Source: an optimization exercise on an open RTL-to-GDS flow (aim: small area, a short achievable clock period and few clock cycles per item). Production flows keep margins and buffers that such runs may drop.
At most, simulation tests tie the RTL to the original design; equivalence was not proved.
Power and IR drop assume default switching activity.

== trial 73 ==
==> flow/design.v <==
package dmx_pkg;
    localparam int NUM_PE = 16;
    localparam int LANE_W = 16;
    localparam int CNT_W  = 8;
    localparam int SEL_W  = $clog2(NUM_PE);
    typedef enum logic [2:0] {
        PROC_IDLE = 3'd0,
        PROC_MXV  = 3'd1,
        PROC_MTXV = 3'd2,
        PROC_VXV  = 3'd3
    } proc_e;
    typedef logic [NUM_PE-1:0][LANE_W-1:0] lane_vec_t;
    typedef struct packed {
        proc_e            proc;
        logic [CNT_W-1:0] cnt0;
        logic [CNT_W-1:0] cnt1;
        logic [CNT_W-1:0] cnt2;
    } dmx_cfg_t;
    typedef struct packed {
        logic valid;
        logic last;
        logic bcast;
    } beat_tag_t;
endpackage
module dmx_loop_cnt (
    input  logic     clk,
    input  logic     load_i,
    input  logic     accept_i,
    input  dmx_pkg::dmx_cfg_t lim_i,
    input  logic [2:0] lim_z_i,
    output logic     rep_last_o,
    output logic     beat_last_o
);
    logic [dmx_pkg::CNT_W-1:0] cnt0;
    logic [dmx_pkg::CNT_W-1:0] cnt1;
    logic [dmx_pkg::CNT_W-1:0] cnt2;
    logic [dmx_pkg::CNT_W-1:0] rld0;
    logic [dmx_pkg::CNT_W-1:0] rld1;
    logic rld0_z, rld1_z;
    logic z0, z1, z2;
    always_ff @(posedge clk) begin
        if (load_i) begin
            cnt0   <= lim_i.cnt0;
            cnt1   <= lim_i.cnt1;
            cnt2   <= lim_i.cnt2;
            rld0   <= lim_i.cnt0;
            rld1   <= lim_i.cnt1;
            rld0_z <= lim_z_i[0];
            rld1_z <= lim_z_i[1];
            z0     <= lim_z_i[0];
            z1     <= lim_z_i[1];
            z2     <= lim_z_i[2];
        end else if (accept_i) begin
            if (z0) begin
                cnt0 <= rld0;
                z0   <= rld0_z;
                if (z1) begin
                    cnt1 <= rld1;
                    z1   <= rld1_z;
                    cnt2 <= cnt2 - 1'b1;
                    z2   <= (cnt2 == 8'd1);
                end else begin
                    cnt1 <= cnt1 - 1'b1;
                    z1   <= (cnt1 == 8'd1);
                end
            end else begin
                cnt0 <= cnt0 - 1'b1;
                z0   <= (cnt0 == 8'd1);
            end
        end
    end
    assign rep_last_o  = z0;
    assign beat_last_o = z0 && z1 && z2;
endmodule
module dmx_ctrl (
    input  logic      clk,
    input  logic      rstn,
    input  logic      cfg_valid_i,
    input  dmx_pkg::dmx_cfg_t  cfg_i,
    output logic      cfg_ready_o,
    input  logic      dram_empty_i,
    input  logic      smem_empty_i,
    input  logic      out_free_i,
    input  logic      ready_i,
    input  logic      valid_i,
    input  logic      rep_last_i,
    input  logic      beat_last_i,
    output logic      load_o,
    output logic      accept_o,
    output logic      dram_pop_o,
    output logic      smem_pop_o,
    output logic      bcast_o,
    output dmx_pkg::dmx_cfg_t  nxt_cfg_o,
    output logic [2:0] nxt_z_o
);
    logic     nxt_v;
    logic     nxt_bc;
    logic [2:0] nxt_z;
    dmx_pkg::dmx_cfg_t nxt_cfg;
    logic     cur_v;
    logic     cur_bc;
    logic     cfg_take;
    logic     cur_free;
    assign cfg_ready_o = !nxt_v;
    assign cfg_take    = cfg_valid_i && !nxt_v;
    dmx_pop u_smem_pop (
        .go_i      (cur_v),
        .a_empty_i (smem_empty_i),
        .b_empty_i (dram_empty_i),
        .ready_i   (ready_i),
        .valid_i   (valid_i),
        .pop_o     (smem_pop_o)
    );
    dmx_pop u_dram_pop (
        .go_i      (cur_v && rep_last_i),
        .a_empty_i (smem_empty_i),
        .b_empty_i (dram_empty_i),
        .ready_i   (ready_i),
        .valid_i   (valid_i),
        .pop_o     (dram_pop_o)
    );
    dmx_accept u_accept (
        .go_i      (cur_v),
        .a_empty_i (smem_empty_i),
        .b_empty_i (dram_empty_i),
        .ready_i   (ready_i),
        .valid_i   (valid_i),
        .accept_o  (accept_o)
    );
    assign cur_free = !cur_v || (accept_o && beat_last_i);
    assign load_o   = nxt_v && cur_free;
    always_ff @(posedge clk) begin
        if (!rstn) begin
            nxt_v <= 1'b0;
        end else if (cfg_take) begin
            nxt_v <= (cfg_i.proc != dmx_pkg::PROC_IDLE);
        end else if (load_o) begin
            nxt_v <= 1'b0;
        end
    end
    always_ff @(posedge clk) begin
        if (cfg_take) begin
            nxt_cfg <= cfg_i;
            nxt_bc  <= (cfg_i.proc == dmx_pkg::PROC_MXV) || (cfg_i.proc == dmx_pkg::PROC_VXV);
            nxt_z   <= {cfg_i.cnt2 == '0, cfg_i.cnt1 == '0, cfg_i.cnt0 == '0};
        end
    end
    always_ff @(posedge clk) begin
        if (!rstn) begin
            cur_v <= 1'b0;
        end else if (cur_free) begin
            cur_v <= nxt_v;
        end
    end
    always_ff @(posedge clk) begin
        if (load_o) begin
            cur_bc <= nxt_bc;
        end
    end
    assign bcast_o   = cur_bc;
    assign nxt_cfg_o = nxt_cfg;
    assign nxt_z_o   = nxt_z;
endmodule
module dmx_pop (
    input  logic go_i,
    input  logic a_empty_i,
    input  logic b_empty_i,
    input  logic ready_i,
    input  logic valid_i,
    output logic pop_o
);
    assign pop_o = go_i && !a_empty_i && !b_empty_i && (ready_i || !valid_i);
endmodule
module dmx_accept (
    input  logic go_i,
    input  logic a_empty_i,
    input  logic b_empty_i,
    input  logic ready_i,
    input  logic valid_i,
    output logic accept_o
);
    assign accept_o = go_i && !a_empty_i && !b_empty_i && (ready_i || !valid_i);
endmodule
module dmx_datapath (
    input  logic             clk,
    input  logic             rstn,
    input  logic             ready_i,
    input  logic             accept_i,
    input  logic             bcast_i,
    input  dmx_pkg::lane_vec_t        dram_data_i,
    input  dmx_pkg::lane_vec_t        smem_data_i,
    input  logic [dmx_pkg::SEL_W-1:0] smem_sel_i,
    output dmx_pkg::lane_vec_t        dout_weight_o,
    output dmx_pkg::lane_vec_t        dout_act_o,
    output logic             valid_o,
    output logic             out_free_o
);
    logic                       valid_q;
    dmx_pkg::lane_vec_t         w_q;
    dmx_pkg::lane_vec_t         a_q;
    logic [dmx_pkg::LANE_W-1:0] bc_lane;
    logic [dmx_pkg::NUM_PE*dmx_pkg::LANE_W-1:0] smem_flat;
    assign smem_flat  = smem_data_i;
    assign bc_lane    = smem_flat[smem_sel_i*dmx_pkg::LANE_W +: dmx_pkg::LANE_W];
    assign out_free_o = !valid_q || ready_i;
    always_ff @(posedge clk) begin
        if (!rstn) begin
            valid_q <= 1'b0;
        end else if (out_free_o) begin
            valid_q <= accept_i;
        end
    end
    logic                       ld;
    logic                       ld_uni;
    logic                       hold;
    logic [dmx_pkg::LANE_W-1:0] ld_bc_lane;
    logic [dmx_pkg::NUM_PE*dmx_pkg::LANE_W-1:0] dram_flat;
    logic [dmx_pkg::NUM_PE*dmx_pkg::LANE_W-1:0] w_flat;
    logic [dmx_pkg::NUM_PE*dmx_pkg::LANE_W-1:0] a_flat;
    assign dram_flat = dram_data_i;
    assign w_q       = w_flat;
    assign a_q       = a_flat;
    assign ld         = out_free_o;
    assign hold       = !out_free_o;
    assign ld_uni     = out_free_o && !bcast_i;
    assign ld_bc_lane = bc_lane & {dmx_pkg::LANE_W{out_free_o && bcast_i}};
    for (genvar l = 0; l < dmx_pkg::NUM_PE; l++) begin : g_lane
        dmx_lane_reg u_w (
            .clk    (clk),
            .d_i    (dram_flat[l*dmx_pkg::LANE_W +: dmx_pkg::LANE_W]),
            .ld_i   (ld),
            .hold_i (hold),
            .q_o    (w_flat[l*dmx_pkg::LANE_W +: dmx_pkg::LANE_W])
        );
        dmx_act_reg u_a (
            .clk    (clk),
            .d_i    (smem_flat[l*dmx_pkg::LANE_W +: dmx_pkg::LANE_W]),
            .bc_i   (ld_bc_lane),
            .ld_i   (ld_uni),
            .hold_i (hold),
            .q_o    (a_flat[l*dmx_pkg::LANE_W +: dmx_pkg::LANE_W])
        );
    end
    assign dout_weight_o = w_q;
    assign dout_act_o    = a_q;
    assign valid_o       = valid_q;
endmodule
module dmx_lane_reg (
    input  logic                       clk,
    input  logic [dmx_pkg::LANE_W-1:0] d_i,
    input  logic                       ld_i,
    input  logic                       hold_i,
    output logic [dmx_pkg::LANE_W-1:0] q_o
);
    always_ff @(posedge clk) begin
        q_o <= (d_i & {dmx_pkg::LANE_W{ld_i}}) | (q_o & {dmx_pkg::LANE_W{hold_i}});
    end
endmodule
module dmx_act_reg (
    input  logic                       clk,
    input  logic [dmx_pkg::LANE_W-1:0] d_i,
    input  logic [dmx_pkg::LANE_W-1:0] bc_i,
    input  logic                       ld_i,
    input  logic                       hold_i,
    output logic [dmx_pkg::LANE_W-1:0] q_o
);
    always_ff @(posedge clk) begin
        q_o <= (d_i & {dmx_pkg::LANE_W{ld_i}}) | (q_o & {dmx_pkg::LANE_W{hold_i}}) | bc_i;
    end
endmodule
module ipm_dmx (
    input  logic             clk,
    input  logic             rstn,
    input  logic             cfg_valid_i,
    input  dmx_pkg::dmx_cfg_t         cfg_i,
    output logic             cfg_ready_o,
    input  dmx_pkg::lane_vec_t        dram_data_i,
    input  logic             dram_empty_i,
    output logic             dram_pop_o,
    input  dmx_pkg::lane_vec_t        smem_data_i,
    input  logic [dmx_pkg::SEL_W-1:0] smem_sel_i,
    input  logic             smem_empty_i,
    output logic             smem_pop_o,
    output dmx_pkg::lane_vec_t        dout_weight_o,
    output dmx_pkg::lane_vec_t        dout_act_o,
    output logic             valid_o,
    input  logic             ready_i
);
    logic      accept;
    logic      load;
    logic      rep_last;
    logic      beat_last;
    logic      out_free;
    logic      bcast;
    dmx_pkg::dmx_cfg_t  nxt_cfg;
    logic [2:0] nxt_z;
    dmx_ctrl u_ctrl (
        .clk          (clk),
        .rstn         (rstn),
        .cfg_valid_i  (cfg_valid_i),
        .cfg_i        (cfg_i),
        .cfg_ready_o  (cfg_ready_o),
        .dram_empty_i (dram_empty_i),
        .smem_empty_i (smem_empty_i),
        .out_free_i   (out_free),
        .ready_i      (ready_i),
        .valid_i      (valid_o),
        .rep_last_i   (rep_last),
        .beat_last_i  (beat_last),
        .load_o       (load),
        .accept_o     (accept),
        .dram_pop_o   (dram_pop_o),
        .smem_pop_o   (smem_pop_o),
        .bcast_o      (bcast),
        .nxt_cfg_o    (nxt_cfg),
        .nxt_z_o      (nxt_z)
    );
    dmx_loop_cnt u_loop_cnt (
        .clk         (clk),
        .load_i      (load),
        .accept_i    (accept),
        .lim_i       (nxt_cfg),
        .lim_z_i     (nxt_z),
        .rep_last_o  (rep_last),
        .beat_last_o (beat_last)
    );
    dmx_datapath u_datapath (
        .clk           (clk),
        .rstn          (rstn),
        .ready_i       (ready_i),
        .accept_i      (accept),
        .bcast_i       (bcast),
        .dram_data_i   (dram_data_i),
        .smem_data_i   (smem_data_i),
        .smem_sel_i    (smem_sel_i),
        .dout_weight_o (dout_weight_o),
        .dout_act_o    (dout_act_o),
        .valid_o       (valid_o),
        .out_free_o    (out_free)
    );
endmodule
clock: 5.0 ns
lec_check: 0
abc_clock_period_in_ps: 2400
cap_margin: 20
core_area: 5 5 325 325
die_area: 0 0 330 330
setup_slack_margin: 2.4
slew_margin: 20
synth_hierarchical: 1
synth_minimum_keep_size: 0
standard.sh (not shown) runs the stock make flow with config.mk's settings and CLKGATE_MAP_FILE= SYNTH_SCRIPT=/design/flow/synth_recipe.tcl, a recipe that flattens the netlist after the stock synthesis.
==> flow/flow/run.sh <==
#!/bin/bash
# Standard layout (the standard.sh, unchanged synthesis), with the port
# buffers made from the smallest buffer instead of the resizer's default pick.
set -o pipefail
bash standard.sh BUFFER_PORTS_ARGS="-buffer_cell sky130_fd_sc_hd__buf_1" finish > standard.log 2>&1
Testbench counts of trial 73, summed over its fixed seeds: cycles 7,825, items 7,792.
Modified inputs, trial 22 compared to trial 73
diff --git a/flow/design.v b/flow/design.v
--- a/flow/design.v
+++ b/flow/design.v
@@ -117,18 +117,11 @@
         .b_empty_i (dram_empty_i),
         .ready_i   (ready_i),
         .valid_i   (valid_i),
         .pop_o     (dram_pop_o)
     );
-    dmx_accept u_accept (
-        .go_i      (cur_v),
-        .a_empty_i (smem_empty_i),
-        .b_empty_i (dram_empty_i),
-        .ready_i   (ready_i),
-        .valid_i   (valid_i),
-        .accept_o  (accept_o)
-    );
+    assign accept_o = smem_pop_o;
     assign cur_free = !cur_v || (accept_o && beat_last_i);
     assign load_o   = nxt_v && cur_free;
     always_ff @(posedge clk) begin
         if (!rstn) begin
             nxt_v <= 1'b0;
@@ -169,20 +162,10 @@
     input  logic valid_i,
     output logic pop_o
 );
     assign pop_o = go_i && !a_empty_i && !b_empty_i && (ready_i || !valid_i);
 endmodule
-module dmx_accept (
-    input  logic go_i,
-    input  logic a_empty_i,
-    input  logic b_empty_i,
-    input  logic ready_i,
-    input  logic valid_i,
-    output logic accept_o
-);
-    assign accept_o = go_i && !a_empty_i && !b_empty_i && (ready_i || !valid_i);
-endmodule
 module dmx_datapath (
     input  logic             clk,
     input  logic             rstn,
     input  logic             ready_i,
     input  logic             accept_i,
## What came out
Total iterations of the first detailed-routing run for trial 22: 2 down relative to trial 73
Trial 22: buffer count excluding the clock tree in the final layout 17 below trial 73
Trial 73 and trial 22 ended up with roughly the same synthesized area.
[trial 22 vs trial 73] largest vdd supply drop: lower in trial 22
Looking at final worst setup slack, trial 22 sits 0.028 ns higher than trial 73 does.
Measured against each other, trial 22 and trial 73 differ in total global-route track usage, the higher figure coming from trial 22.
Summary of trial 22 over trial 73: total internal power has decreased, first-pass GRT wire length +about 0.9%.
Taking trial 73 as the reference, in trial 22 routed length on met1 +about 3%, number of standard cells after synthesis ~0 delta, final core utilization -0.22 points.
The RTL of trial 22 was laid out without a check of its function.

-- separate check: timing with driven ports --
No port has a modelled driver above. Below, the same layouts with a new extraction and two added sets of constraints.
Step 1: set_driving_cell puts a clkbuf_16 on clk and a buf_2 on each other input, an assumption about the parent block.
Step 2 also shifts input and output timing later by t, the mid clock arrival at the registers, as if the neighbouring blocks saw the same clock.
Slacks: ideal / step 1 / step 2; pairs: ideal / step 1.
| run | t, ns | setup WS [ns] | cell pins on the clock port's net |
|---|---|---|---|
| trial 73 | 0.689 | 2.397 / 2.261 / 1.572 | 1 |
| trial 22 | 0.682 | 2.425 / 2.370 / 1.749 | 1 |
After both steps setup and hold are still met in every run listed. The setup slack of trial 73, which loses most, moves by -0.136 ns with the drivers and by -0.825 ns with both steps.
